Source: an optimization exercise on an open RTL-to-GDS flow (aim: small area). Production flows keep margins and buffers that such runs may drop. Function was checked by simulation only, so behaviour that the tests miss may differ from the original. Power and IR drop assume default switching activity.

Setup of the baseline:
==> flow/design.v (excerpt) <==
module id_stage_pipe (
  input  logic        clk,
  input  logic        rst,
  input  logic        in_valid,
  output logic        in_ready,
  input  logic [31:0] instn,
  input  logic        wb_we,
  input  logic [4:0]  wb_addr,
  input  logic [31:0] wb_data,
  input  logic        ex_load_pending,
  input  logic [4:0]  ex_load_rt,
  input  logic        flush,
  input  logic        ex_ready,
  output logic        out_valid,
  output logic [31:0] out_rs_data,
  output logic [31:0] out_rt_data,
  output logic [31:0] out_imm,
  output logic [4:0]  out_rs,
  output logic [4:0]  out_rt,
  output logic [4:0]  out_rd,
  output logic [4:0]  out_shamt,
  output logic [5:0]  out_funct,
  output logic [5:0]  out_opcode,
  output logic [7:0]  out_ctrl,
  output logic        peri_req,
  input  logic        peri_ack,
  output logic [15:0] peri_addr,
  output logic [15:0] peri_data
);
clock: 6.0 ns
lec_check: 0
cap_margin: 20
core_margin: 2
core_utilization: 50
slew_margin: 20
synth_hierarchical: 1
standard.sh (not shown) runs the stock make flow with config.mk's settings and CLKGATE_MAP_FILE= SYNTH_SCRIPT=/design/flow/synth_recipe.tcl, a recipe that flattens the netlist after the stock synthesis.
==> flow/flow/run.sh <==
#!/bin/bash
# Own layout flow: the standard ORFS flow (standard.sh, unchanged synthesis) with
#  - plain buf_1 cells as the port buffers instead of the default delay buffers,
#  - before global placement (flow/upsize.tcl): synthesis buffers removed and the gates
#    that drive a whole select/enable line sized up, so the line needs no extra buffer,
#  - after global placement (flow/merge_port_buffers.tcl): an input port buffer that only
#    feeds one repair buffer takes that buffer's size, and the repair buffer is removed,
#  - a clock tree without dummy loads, with larger sink clusters (fewer leaf buffers), and
#  - before global routing (flow/downsize.tcl): logic gates that drive at most two pins set
#    to drive strength 1; global route's own repair_design/repair_timing follow as usual.
# make's full output goes to flow_make.log here; each ORFS step's log is under orfs/logs/.
set -euo pipefail
export BUFFER_PORTS_ARGS="-buffer_cell sky130_fd_sc_hd__buf_1"
export CTS_ARGS="-sink_clustering_enable -repair_clock_nets -dont_use_dummy_load -sink_clustering_size 27 -sink_clustering_max_diameter 90"
export PRE_GLOBAL_PLACE_TCL="$PWD/flow/upsize.tcl"
export POST_GLOBAL_PLACE_TCL="$PWD/flow/merge_port_buffers.tcl"
export PRE_GLOBAL_ROUTE_TCL="$PWD/flow/downsize.tcl"
bash standard.sh finish > flow_make.log 2>&1
==> flow/flow/upsize.tcl <==
# Before global placement: drop synthesis buffers, then size
# up the drivers of high-fanout nets (select lines, write enables, write data) so that
# those nets need no extra buffer.
remove_buffers
set n_up 0
foreach inst [get_cells *] {
  set m [get_property $inst ref_name]
  if {![regexp {^(sky130_fd_sc_hd__(?:and3|and2|nand2|nand3|nor2|nor3|inv|nand2b|nor2b|and3b|nor3b|and4|nand4|nor4))_[012]$} $m -> base]} { continue }
  set out ""
  foreach p [get_pins -of_objects $inst] {
    if {[get_property $p direction] == "output"} { set out $p }
  }
  if {$out == ""} { continue }
  set net [get_nets -of_objects $out]
  if {[get_property $net name] == "clk"} { continue }
  set nl [llength [get_pins -of_objects $net -filter "direction == input"]]
  if {$nl < 12} { continue }
  set sz [expr {$nl >= 40 ? 4 : 2}]
  set new_cell [get_lib_cells -quiet */${base}_$sz]
  if {$new_cell == ""} { continue }
  replace_cell $inst $new_cell
  incr n_up
}
puts "UPSIZED $n_up"
Other scripts of this flow, unchanged in this note and not shown: flow/flow/downsize.tcl, flow/flow/merge_port_buffers.tcl
Per the final summary, the baseline finished and its layout is clean on timing, DRC and antenna.
Edits applied to the flow inputs when going from the baseline to the candidate:
- CORE_UTILIZATION changed from 50 to 60
--- a/flow/flow/upsize.tcl
+++ b/flow/flow/upsize.tcl
@@ -1,5 +1,5 @@
-# Before global placement: drop synthesis buffers, then size
-# up the drivers of high-fanout nets (select lines, write enables, write data) so that
-# those nets need no extra buffer.
+# Before global placement: drop the synthesis buffers, then size up the logic gates
+# that drive a high-fanout net (the register file's select and write-enable lines),
+# so that those nets need no extra buffer.
 remove_buffers
 set n_up 0
Results
- Between the baseline and the candidate, maximum single-stage delay on the critical path is higher for the candidate, the baseline comes in under that.
- Number of non-clock buffers, the candidate vs the baseline: up slightly
- The wire length in the candidate was lower than what the baseline gave.
- The candidate: PASS, flow complete, no timing, DRC or antenna violations

* * *

job 1566:
id_stage_pipe, a different RTL version from the one above (not shown whole).
Size: ~3600 cells after synthesis, ~1100 flip-flops, about 43000 um2 of cells after synthesis.
clock: 6.0 ns
lec_check: 0
cap_margin: 20
core_margin: 2
core_utilization: 40
slew_margin: 20
synth_hierarchical: 1
run.sh (not shown) runs the stock make flow with config.mk's settings and CLKGATE_MAP_FILE= SYNTH_SCRIPT=/design/flow/synth_recipe.tcl, a recipe that flattens the netlist after the stock synthesis.
Stock flow here: none of the scripts above is used.
Job 1566: all stages complete, timing, DRC and antenna checks passed
diff inputs: job 1566 => job 1735
Settings: CORE_UTILIZATION: 40 -> 60.
==> flow/flow/run.sh (new file) <==
#!/bin/bash
# Own layout flow: the standard ORFS flow (standard.sh, unchanged synthesis) with
#  - plain buf_1 cells as the port buffers instead of the default delay buffers, and
#  - a clock tree without dummy loads, with larger sink clusters (fewer leaf buffers).
# make's full output goes to flow_make.log here; each ORFS step's log is under orfs/logs/.
set -euo pipefail
export BUFFER_PORTS_ARGS="-buffer_cell sky130_fd_sc_hd__buf_1"
export CTS_ARGS="-sink_clustering_enable -repair_clock_nets -dont_use_dummy_load -sink_clustering_size 25 -sink_clustering_max_diameter 80"
bash standard.sh finish > flow_make.log 2>&1
==> flow/standard.sh (new file) <==
#!/bin/bash
# synth_recipe.tcl (not shown) runs the flow's synth.tcl, then flattens the netlist and writes it again
# the make line also repeats each setting of config.mk as NAME=value (left out here)
make -C /OpenROAD-flow-scripts/flow DESIGN_CONFIG=/design/flow/config.mk WORK_HOME=/design/flow/orfs CLKGATE_MAP_FILE= SYNTH_SCRIPT=/design/flow/synth_recipe.tcl "${@:-finish}"
removed: flow/run.sh
==> comparison <==
Post-route cell area delta for job 1735 relative to job 1566: 4900 um2 lower. Between job 1735 and job 1566, the footprint of the multi-input gates figures differ only marginally. Taking job 1566 as the reference, in job 1735 maximum number of pins on one net before global-route repair rose 41%; width of the die fell about 18%. Delta(minimum setup slack among reg-to-reg paths, job 1735 - job 1566) < 0.

* * *

id_stage_pipe with an RTL version that a note above also has.
Size in the first run: roughly 250 I/O pins.
clock: 6.0 ns
lec_check: 0
cap_margin: 20
core_margin: 2
core_utilization: 50
cts_cluster_diameter: 80
cts_cluster_size: 25
slew_margin: 20
synth_hierarchical: 1
Stock flow here: none of the scripts above is used.
Edit:
==> flow/flow/run.sh (new file) <==
#!/bin/bash
# Own layout flow: the standard ORFS flow (standard.sh, unchanged synthesis) with
#  - plain buf_1 cells as the port buffers instead of the default delay buffers, and
#  - a clock tree without dummy loads, with larger sink clusters (fewer leaf buffers).
# make's full output goes to flow_make.log here; each ORFS step's log is under orfs/logs/.
set -euo pipefail
export BUFFER_PORTS_ARGS="-buffer_cell sky130_fd_sc_hd__buf_1"
export CTS_ARGS="-sink_clustering_enable -repair_clock_nets -dont_use_dummy_load -sink_clustering_size 27 -sink_clustering_max_diameter 90"
bash standard.sh finish > flow_make.log 2>&1
==> flow/standard.sh (new file) <==
#!/bin/bash
# synth_recipe.tcl (not shown) runs the flow's synth.tcl, then flattens the netlist and writes it again
# the make line also repeats each setting of config.mk as NAME=value (left out here)
make -C /OpenROAD-flow-scripts/flow DESIGN_CONFIG=/design/flow/config.mk WORK_HOME=/design/flow/orfs CLKGATE_MAP_FILE= SYNTH_SCRIPT=/design/flow/synth_recipe.tcl "${@:-finish}"
--- a/flow/config.mk
+++ b/flow/config.mk
@@ -9,6 +9,4 @@
 export CORE_MARGIN = 2
 export CORE_UTILIZATION = 50
-export CTS_CLUSTER_DIAMETER = 80
-export CTS_CLUSTER_SIZE = 25
 export SLEW_MARGIN = 20
 export SYNTH_HIERARCHICAL = 1
removed: flow/run.sh
Effect: Clock power goes down by 11%. Cell area came out lower by 4.1%. First-iteration DRC count went down by about 11%. Global-route usage fell by 1.5 points. Total power came out lower by about 4.4%. Clock skew climbs by 0.027 ns. Count of clock-buffer cells in the layout falls by 14. Routed wire length goes down by 3.1%. Setup slack is better by 0.48 ns.

* * *

Another version of the RTL of id_stage_pipe (not shown whole).
Size: ~3600 cells after synthesis, roughly 1100 flip-flops.
Settings: LEC_CHECK=0, CAP_MARGIN=20, CORE_MARGIN=2, CORE_UTILIZATION=60, SLEW_MARGIN=20, SYNTH_HIERARCHICAL=1; clock period 6.0 ns.
standard.sh (not shown) runs the stock make flow with config.mk's settings and CLKGATE_MAP_FILE= SYNTH_SCRIPT=/design/flow/synth_recipe.tcl, a recipe that flattens the netlist after the stock synthesis.
==> flow/flow/run.sh <==
#!/bin/bash
# Own layout flow: the standard ORFS flow (standard.sh, unchanged synthesis) with
#  - plain buf_1 cells as the port buffers instead of the default delay buffers,
#  - before global placement (flow/upsize.tcl): synthesis buffers removed and the gates
#    (inverters, AND and NAND gates) that drive a whole select/enable line sized up, so
#    the line needs no extra buffer,
#  - after global placement (flow/merge_port_buffers.tcl): an input port buffer that only
#    feeds one repair buffer takes that buffer's size, and the repair buffer is removed,
#  - a clock tree without dummy loads, with larger sink clusters (fewer leaf buffers), and
#  - before global routing (flow/downsize.tcl): logic gates that drive at most two pins set
#    to drive strength 1; global route's own repair_design/repair_timing follow as usual.
# make's full output goes to flow_make.log here; each ORFS step's log is under orfs/logs/.
set -euo pipefail
export BUFFER_PORTS_ARGS="-buffer_cell sky130_fd_sc_hd__buf_1"
export CTS_ARGS="-sink_clustering_enable -repair_clock_nets -dont_use_dummy_load -sink_clustering_size 27 -sink_clustering_max_diameter 90"
export PRE_GLOBAL_PLACE_TCL="$PWD/flow/upsize.tcl"
export POST_GLOBAL_PLACE_TCL="$PWD/flow/merge_port_buffers.tcl"
export PRE_GLOBAL_ROUTE_TCL="$PWD/flow/downsize.tcl"
bash standard.sh finish > flow_make.log 2>&1
Other scripts of this flow, unchanged in this note and not shown: flow/flow/downsize.tcl, flow/flow/merge_port_buffers.tcl, flow/flow/upsize.tcl
The baseline went through all stages and came out clean.
==> next run, changes <==
Settings changed: CORE_UTILIZATION 60 to 65.
Outcome: The new run ran to the end with no violations. Worst setup slack gets worse by 0.0055 ns. Cell count fell slightly. Clock power stays flat. Non-clock buffer count shrinks by 16. Maximum frequency barely changes. Die area decreases by a little under a tenth. Total power barely changes. Sequential power stays flat. Synthesized cell count does not change. Area after synthesis does not change. Critical path depth rose by 3.
==> next run, changes <==
Settings changed: CORE_UTILIZATION 65 to 68.
What happened: Wire length stays flat. Non-clock buffer count drops by 18. Final cell count drops by 0.92%. Power goes up by about 0.45%. Sequential power goes up by about 0.4%. Design area decreases by 0.53%.

* * *

S:
Another version of the RTL of id_stage_pipe (not shown whole).
Size in the first run: ~3600 cells after synthesis, roughly 1100 flip-flops, roughly 250 I/O pins, ~0.043 mm² of cells after synthesis.
==> flow/config.mk <==
export PLATFORM = sky130hd
export DESIGN_NAME = id_stage_pipe
export DESIGN_NICKNAME = id_stage_pipe
export VERILOG_FILES = /design/flow/design.v
export SDC_FILE = /design/flow/constraint.sdc
export NUM_CORES = 8
export LEC_CHECK = 0
export CAP_MARGIN = 20
export CORE_MARGIN = 2
export CORE_UTILIZATION = 60
export SLEW_MARGIN = 20
export SYNTH_HIERARCHICAL = 1
==> flow/constraint.sdc <==
create_clock -name core_clock -period 6.0 [get_ports {clk}]
set_input_delay 1.2000 -clock core_clock [delete_from_list [all_inputs] [get_ports {clk}]]
set_output_delay 1.2000 -clock core_clock [all_outputs]
set_load 0.01 [all_outputs]
==> flow/flow/run.sh <==
#!/bin/bash
# Own layout flow: the standard ORFS flow (standard.sh, unchanged synthesis) with
#  - plain buf_1 cells as the port buffers instead of the default delay buffers,
#  - a clock tree without dummy loads, with larger sink clusters (fewer leaf buffers), and
#  - power recovery (downsizing gates off the critical paths) after global routing.
# make's full output goes to flow_make.log here; each ORFS step's log is under orfs/logs/.
set -euo pipefail
export BUFFER_PORTS_ARGS="-buffer_cell sky130_fd_sc_hd__buf_1"
export CTS_ARGS="-sink_clustering_enable -repair_clock_nets -dont_use_dummy_load -sink_clustering_size 25 -sink_clustering_max_diameter 80"
export RECOVER_POWER=100
bash standard.sh finish > flow_make.log 2>&1
[flow] S | stages: complete | final checks: fail | reason: capacitance limit, slew limit
## Diff of input files: Q against S
--- a/flow/flow/run.sh
+++ b/flow/flow/run.sh
@@ -3,3 +3,2 @@
-#  - plain buf_1 cells as the port buffers instead of the default delay buffers,
-#  - a clock tree without dummy loads, with larger sink clusters (fewer leaf buffers), and
-#  - power recovery (downsizing gates off the critical paths) after global routing.
+#  - plain buf_1 cells as the port buffers instead of the default delay buffers, and
+#  - a clock tree without dummy loads, with larger sink clusters (fewer leaf buffers).
@@ -10 +8,0 @@
-export RECOVER_POWER=100
Notes after the runs:
- Q and S ended up with roughly the same clock distribution area overhead in the final layout.
- Re global-route usage: no difference whatsoever between Q and S.
- Comparing S against Q, there is no change at all in met3 layer usage reported by global route.
- Between S and Q, the cell count does not differ in any meaningful way.
- Q falls short of S in post-route cell area.
- S -> Q: vertical die dimension delta 0, exact match
- Compared with S, in Q area added between synthesis and finish climbed 0.46 points; via count essentially unchanged; highest achievable clock rate rose by 24%; wire length stayed essentially flat.
- Q ran to completion and came out clean on the timing, design-rule and antenna checks.

port drivers added, routing unchanged:
How much do the figures lean on ideal ports? The routed layouts below were timed once more, with nothing changed but the port constraints.
Step 1: set_driving_cell puts a clkbuf_16 on clk and a buf_2 on each other input, an assumption about the parent block.
Step 2 moves the port delays by t, midway between the first and last clock arrival at a register: inputs arrive t later, outputs are due t later. That takes back most of the time a late clock gives input paths.
Slacks: no drivers / after step 1 / after step 2; pairs: no drivers / after step 1.
| run | shift t [ns] | setup slack, ns | worst register clock-pin slew, ns |
|---|---|---|---|
| the baseline | 0.708 | 1.631 / 1.631 / 0.945 | 0.11 / 0.11 |
| the candidate | 0.732 | 1.356 / 1.400 / 0.668 | 0.11 / 0.11 |
| job 1566 | 0.772 | 1.050 / 1.018 / 0.738 | 0.07 / 0.07 |
| job 1735 | 0.724 | 1.441 / 1.406 / 0.894 | 0.11 / 0.11 |
| the first run of note 3 | 0.735 | 1.022 / 1.038 / 0.303 | 0.11 / 0.11 |
| the second run of note 3 | 0.718 | 1.504 / 1.520 / 0.802 | 0.11 / 0.11 |
| the first run of note 4 | 0.733 | 1.021 / 1.069 / 0.336 | 0.11 / 0.11 |
| the second run of note 4 | 0.716 | 1.016 / 1.059 / 0.343 | 0.11 / 0.11 |
| the third run of note 4 | 0.730 | 1.179 / 1.221 / 0.491 | 0.11 / 0.11 |
| S | 0.722 | 0.485 / 0.532 / -0.190 | 0.11 / 0.11 |
| Q | 0.721 | 1.540 / 1.587 / 0.866 | 0.10 / 0.10 |
The setup slack of the first run of note 3, which loses most, moves by +0.016 ns with the drivers and by -0.719 ns with both steps.
